What follows belongs to an exercise in optimizing a design on an open flow for small area, a short achievable clock period and few clock cycles per item; a production flow would make more cautious choices. RTL that was checked went through simulation tests only; none was proved equivalent to the original.

==> run a <==
Design env_sensor_compensation_unit, start of the top module:
module env_sensor_compensation_unit #(
	parameter int QUEUE_DEPTH = esc_pkg::QUEUE_DEPTH_DEF
) (
	input  logic                           clk,
	input  logic                           arst_n,
	input  logic                           s_tvalid,
	output logic                           s_tready,
	input  logic [esc_pkg::IN_DATA_W-1:0]  s_tdata,
	output logic                           m_tvalid,
	input  logic                           m_tready,
	output logic [esc_pkg::OUT_DATA_W-1:0] m_tdata,
	input  logic                           cfg_we,
	input  logic [esc_pkg::CFG_IDX_W-1:0]  cfg_index,
	input  logic [esc_pkg::CFG_DATA_W-1:0] cfg_wdata
);
	logic [47:0] cw_t, cw_p13, cw_p46, cw_p79;
	logic [31:0] cw_h13, cw_h46;
	logic [5:0]  cal_v;
	always_ff @(posedge clk) begin
		if (cfg_we) begin
			case (cfg_index)
				3'd0: cw_t   <= cfg_wdata;
				3'd1: cw_p13 <= cfg_wdata;
				3'd2: cw_p46 <= cfg_wdata;
				3'd3: cw_p79 <= cfg_wdata;
				3'd4: cw_h13 <= cfg_wdata[31:0];
				3'd5: cw_h46 <= cfg_wdata[31:0];
				default: ;
			endcase
		end
	end
	always_ff @(posedge clk or negedge arst_n) begin
		if (!arst_n) cal_v <= '0;
		else if (cfg_we && cfg_index < 3'd6) cal_v[cfg_index] <= 1'b1;
	end
	logic [47:0] cal_t, cal_p13, cal_p46, cal_p79;
	logic [31:0] cal_h13, cal_h46;
	assign cal_t   = cw_t   & {48{cal_v[0]}};
	assign cal_p13 = cw_p13 & {48{cal_v[1]}};
	assign cal_p46 = cw_p46 & {48{cal_v[2]}};
	assign cal_p79 = cw_p79 & {48{cal_v[3]}};
	assign cal_h13 = cw_h13 & {32{cal_v[4]}};
	assign cal_h46 = cw_h46 & {32{cal_v[5]}};
	logic [15:0] t1, p1;
	logic signed [15:0] t2, t3, p2, p3, p4, p5, p6, p7, p8, p9, h2;
	logic [7:0] h1, h3;
	logic signed [11:0] h4, h5;
	logic signed [7:0] h6;
	assign t1 = cal_t[15:0];    assign t2 = cal_t[31:16];   assign t3 = cal_t[47:32];
	assign p1 = cal_p13[15:0];  assign p2 = cal_p13[31:16]; assign p3 = cal_p13[47:32];
	assign p4 = cal_p46[15:0];  assign p5 = cal_p46[31:16]; assign p6 = cal_p46[47:32];
	assign p7 = cal_p79[15:0];  assign p8 = cal_p79[31:16]; assign p9 = cal_p79[47:32];
	assign h1 = cal_h13[7:0];   assign h2 = cal_h13[23:8];  assign h3 = cal_h13[31:24];
	assign h4 = cal_h46[11:0];  assign h5 = cal_h46[23:12]; assign h6 = cal_h46[31:24];
	logic [4:0] step_q, step_n;
	logic idle_q, rdy_q, stall, adv, par_q;
	logic [5:0] vq;
	logic tv_q, prw_q;
	logic [1:0] div_done;
  ...
==> module esc_div, before the edit <==
module esc_div (
	input  logic        clk,
	input  logic        arst_n,
	input  logic        load,
	input  logic [63:0] num,
	input  logic [30:0] x1,
	output logic        done,
	output logic [63:0] zq,
	output logic        zsgn,
	output logic        qcin,
	output logic        pv
);
	logic [63:0] z_q;
	logic [29:0] r_q;
	logic [30:0] dx_q;
	logic [29:0] msk;      
	logic        sn_q, sx_q, fix_q;
	logic [6:0]  cnt_q;
	logic [30:0] dxl;
	assign dxl = x1 ^ {31{x1[30]}};
	always_comb begin
		msk[29] = ~dx_q[30];
		for (int i = 28; i >= 0; i--) msk[i] = msk[i+1] & ~dx_q[i+1];
	end
	logic [15:0] zt;       
	logic [32:0] v, nd1, nd2, cs_s, cs_c;
	logic [32:0] t1, t2, t3;
	logic [29:0] rn;
	logic [1:0]  qd;
	logic        sk16, sk8, ci;
	always_comb begin
		ci  = ~sx_q;
		zt  = z_q[63:48];
		v   = {1'b0, r_q, zt[15:14]};
		nd1 = ~{2'b0, dx_q};             
		nd2 = ~{1'b0, dx_q, sx_q};       
		t1  = v + nd1 + {32'b0, ci};
		t2  = v + nd2 + {32'b0, ci};
		cs_s = v ^ nd1 ^ nd2;
		cs_c = (v & nd1) | (v & nd2) | (nd1 & nd2);
		t3  = cs_s + {cs_c[31:0], ci} + {32'b0, ci};
		if (!t3[32])      begin qd = 2'd3; rn = t3[29:0]; end
		else if (!t2[32]) begin qd = 2'd2; rn = t2[29:0]; end
		else if (!t1[32]) begin qd = 2'd1; rn = t1[29:0]; end
		else              begin qd = 2'd0; rn = v[29:0];  end
		sk16 = (r_q[29:14] == 16'd0) && (({r_q[13:0], zt} & msk) == 30'd0) && (cnt_q >= 7'd16);
		sk8  = (r_q[29:22] == 8'd0) && (({r_q[21:0], zt[15:8]} & msk) == 30'd0) && (cnt_q >= 7'd8);
	end
	always_ff @(posedge clk or negedge arst_n) begin
		if (!arst_n) begin
			cnt_q <= '0;
			fix_q <= 1'b0;
		end else if (load) begin
			cnt_q <= 7'd64;
			fix_q <= 1'b1;
		end else if (fix_q) begin
			fix_q <= 1'b0;
		end else if (cnt_q != 7'd0) begin
			if (sk16)     cnt_q <= cnt_q - 7'd16;
			else if (sk8) cnt_q <= cnt_q - 7'd8;
			else          cnt_q <= cnt_q - 7'd2;
		end
	end
	always_ff @(posedge clk) begin
		if (load) begin
			z_q   <= num;
			r_q   <= '0;
			dx_q  <= dxl;
			sn_q  <= num[63];
			sx_q  <= x1[30];
		end else if (fix_q) begin
			z_q  <= z_q ^ {64{sn_q}};
		end else if (cnt_q != 7'd0) begin
			if (sk16) begin
				r_q <= {r_q[13:0], zt};
				z_q <= {z_q[47:0], 16'b0};
			end else if (sk8) begin
				r_q <= {r_q[21:0], zt[15:8]};
				z_q <= {z_q[55:0], 8'b0};
			end else begin
				r_q <= rn;
				z_q <= {z_q[61:0], qd};
			end
		end
	end
	logic [30:0] ra, cy;
	logic        eq1, inc;
	always_comb begin
		ra = {1'b0, r_q};
		cy[0] = 1'b0;
		cy[1] = ra[0];
		for (int i = 2; i < 31; i++) cy[i] = ra[i-1] & ~dx_q[i-1];
		eq1 = (dx_q[0] == ~ra[0]);
		for (int i = 1; i < 31; i++) eq1 = eq1 & ((ra[i] ^ dx_q[i]) == cy[i]);
		inc = sn_q && (sx_q ? (ra == dx_q) : eq1);
	end
	assign done = (cnt_q == 7'd0) && !fix_q;
	assign zq   = z_q;
	assign zsgn = sn_q ^ sx_q;
	assign qcin = (sn_q ^ sx_q) ? ~inc : inc;
	assign pv   = sx_q || (dx_q != 31'd0);
endmodule
Settings: LEC_CHECK=0, ABC_AREA=0, ABC_CLOCK_PERIOD_IN_PS=4000, CAP_MARGIN=40, CORE_MARGIN=2, CORE_UTILIZATION=25, SETUP_SLACK_MARGIN=5, SLEW_MARGIN=45; clock period 12.5 ns.
run.sh (not shown) runs the stock make flow with config.mk's settings and CLKGATE_MAP_FILE= SYNTH_SCRIPT=/design/flow/synth_recipe.tcl, a recipe that flattens the netlist after the stock synthesis.
==> inputs of run b, as changes to run a <==
--- a/flow/design.v
+++ b/flow/design.v
@@ -2731,2 +2731,3 @@
 	logic [29:0] msk;      
+	logic [32:0] n3_q;     
 	logic        sn_q, sx_q, fix_q;
@@ -2740,3 +2741,3 @@
 	logic [15:0] zt;       
-	logic [32:0] v, nd1, nd2, cs_s, cs_c;
+	logic [32:0] v, nd1, nd2;
 	logic [32:0] t1, t2, t3;
@@ -2753,5 +2754,3 @@
 		t2  = v + nd2 + {32'b0, ci};
-		cs_s = v ^ nd1 ^ nd2;
-		cs_c = (v & nd1) | (v & nd2) | (nd1 & nd2);
-		t3  = cs_s + {cs_c[31:0], ci} + {32'b0, ci};
+		t3  = v + n3_q;
 		if (!t3[32])      begin qd = 2'd3; rn = t3[29:0]; end
@@ -2787,2 +2786,3 @@
 			z_q  <= z_q ^ {64{sn_q}};
+			n3_q <= ~{2'b0, dx_q} + ~{1'b0, dx_q, sx_q} + {31'b0, ~sx_q, 1'b0};
 		end else if (cnt_q != 7'd0) begin
Settings changed: CAP_MARGIN 40 to 30, CORE_UTILIZATION 25 to 35, SLEW_MARGIN 45 to 20.
==> reports/metrics.csv <==
stage;metric;value;unit
status;outcome;complete, no violations;
final_layout;design area;154300;µm²
placement;Cells after DPL;20210;
die;Tap Cells;7234;
final_layout;#MultiIn Comb;9642;
setup_path;Req. time, crit path;13.14;ns
That was run a.
==> reports/metrics.csv <==
stage;metric;value;unit
die;Tap Cells;5265;
placement;Cells after DPL;18600;
final_layout;#MultiIn Comb;9839;
status;outcome;complete, no violations;
grt;initial antenna violation count;72;
logic_synthesis;most common cell in the netlist;edfxtp_1;
placement;pre-CTS setup slack;5.838;ns
final_layout;design area;156000;µm²
sta;Tcrit/Tclk final;47.69;%
That was run b.
Testbench counts of run a, summed over its fixed seeds: cycles 11,375, items 768.
Testbench counts of run b, summed over its fixed seeds: cycles 11,375, items 768.

---

==> raven <==
Another version of the RTL of env_sensor_compensation_unit (not shown whole).
clock: 12.5 ns
lec_check: 0
abc_area: 1
cap_margin: 20
core_margin: 2
core_utilization: 25
slew_margin: 20
==> inputs of quartz, as changes to raven <==
--- a/flow/design.v
+++ b/flow/design.v
@@ -1705,13 +1705,13 @@
 	logic [63:0] r_alu, acc_q;
 	logic signed [21:0] tf_q;
 	logic signed [17:0] e1;
 	logic signed [16:0] dt;
 	logic signed [22:0] hvb, av;
 	logic [63:0] nbi;
-	assign e1  = $signed({1'b0, in_t}) - $signed({1'b0, t1, 1'b0});
+	assign e1  = {dt, in_t[0]};    
 	assign dt  = $signed({1'b0, in_t[16:1]}) - $signed({1'b0, t1});
 	assign hvb = 23'(tf_q) - 23'sd76800;
 	assign av  = 23'(tf_q) - 23'sd128000;
 	assign nbi = 64'($signed(nbk_q)) <<< 31;
 	assign c_a18  = (av[22:17] == {6{av[17]}});
 	assign c_pb17 = (g4_q[21:16] == {6{g4_q[16:16]}});
==> flow/config.mk (replaced) <==
export PLATFORM = sky130hd
export DESIGN_NAME = env_sensor_compensation_unit
export DESIGN_NICKNAME = env_sensor_compensation_unit
export VERILOG_FILES = /design/flow/design.v
export SDC_FILE = /design/flow/constraint.sdc
export NUM_CORES = 8
export LEC_CHECK = 0
export ABC_AREA = 0
export ABC_CLOCK_PERIOD_IN_PS = 4000
export CAP_MARGIN = 20
export CORE_MARGIN = 2
export CORE_UTILIZATION = 25
export SETUP_SLACK_MARGIN = 5
export SLEW_MARGIN = 20
==> inputs of maple, as changes to raven <==
--- a/flow/design.v
+++ b/flow/design.v
@@ -1705,13 +1705,13 @@
 	logic [63:0] r_alu, acc_q;
 	logic signed [21:0] tf_q;
 	logic signed [17:0] e1;
 	logic signed [16:0] dt;
 	logic signed [22:0] hvb, av;
 	logic [63:0] nbi;
-	assign e1  = $signed({1'b0, in_t}) - $signed({1'b0, t1, 1'b0});
+	assign e1  = {dt, in_t[0]};    
 	assign dt  = $signed({1'b0, in_t[16:1]}) - $signed({1'b0, t1});
 	assign hvb = 23'(tf_q) - 23'sd76800;
 	assign av  = 23'(tf_q) - 23'sd128000;
 	assign nbi = 64'($signed(nbk_q)) <<< 31;
 	assign c_a18  = (av[22:17] == {6{av[17]}});
 	assign c_pb17 = (g4_q[21:16] == {6{g4_q[16:16]}});
--- a/flow/config.mk
+++ b/flow/config.mk
@@ -6,7 +6,9 @@
 export NUM_CORES = 8
 export LEC_CHECK = 0
 export ABC_AREA = 1
 export CAP_MARGIN = 20
 export CORE_MARGIN = 2
 export CORE_UTILIZATION = 25
+export GPL_TIMING_DRIVEN = 1
+export SETUP_SLACK_MARGIN = 5
 export SLEW_MARGIN = 20
==> notes.md <==
The flow ran to the end and the layout has no timing, DRC or antenna violations. The cell count after synthesis came out at 10100. The synthesized netlist devotes 8.10% of its cell area to XOR and XNOR gates. Measured in cells, the most critical reg-to-reg path has a length of 28. The non-clock inverters instantiated in the layout total 1489. Across the whole layout, storage elements make up 33.8% of the cell area.
# the run above: raven

==> notes.md <==
The run finished with no timing, DRC or antenna violations. Clock tree buffers and inverters occupy 4.65% of the routed design's cell area. The number of cells on the worst reg-to-reg path is 23, and the number of non-clock inverters is 742. After Yosys synthesis, XOR and XNOR cells account for 8.81% of the synthesized area. The detailed router finished its first iteration with 11400 violations.
# the run above: quartz

==> notes.md <==
The run finished with no timing, DRC or antenna violations. The run gives 2 as the number of synthesis warnings. For this run, the top clock speed supported by timing is 133 MHz.

Number of non-clock inverters: 1483. The wire length of the first global-routing pass was 588000 µm; the register fraction of the total cell area was 33.7%. The xor and xnor fraction of the mapped netlist area was 8.19%; the post-synthesis cell count was 10000.
# the run above: maple

Testbench counts of quartz, summed over its fixed seeds: cycles 21,236, items 768.
Testbench counts of maple, summed over its fixed seeds: cycles 21,236, items 768.
Only the layout flow was run in raven; the RTL was not checked for function there.

==> afterwards: timing with drivers on the ports <==
The results above use ideal ports. As a check the final layouts listed here were re-extracted and re-timed, cells and wires unchanged.
Step 1, drivers: a clkbuf_16 drives clk and a buf_2 each remaining input, both assumed.
Step 2 moves the port delays by t, midway between the first and last clock arrival at a register: inputs arrive t later, outputs are due t later. That takes back most of the time a late clock gives input paths.
Slacks: ideal / step 1 / step 2; pairs: ideal / step 1.
run	t (ns)	setup WS [ns]	hold slack, ns	clock arrival spread, ns	slew at the worst register clock pin (ns)
run a	1.022	6.537 / 6.537 / 6.170	0.310 / 0.310 / 0.310	0.143 / 0.143	0.07 / 0.07
run b	1.060	6.539 / 6.539 / 5.839	0.321 / 0.321 / 0.321	0.106 / 0.107	0.07 / 0.07
raven	0.902	4.854 / 4.854 / 4.854	0.326 / 0.326 / 0.326	0.098 / 0.099	0.07 / 0.07
quartz	0.925	5.224 / 5.224 / 5.224	0.324 / 0.324 / 0.324	0.065 / 0.065	0.07 / 0.07
maple	0.934	4.985 / 4.985 / 4.985	0.308 / 0.308 / 0.308	0.076 / 0.076	0.08 / 0.08
After both steps every run listed still meets setup and hold. The setup slack of run b, which loses most, moves by 0.000 ns with the drivers and by -0.700 ns with both steps.
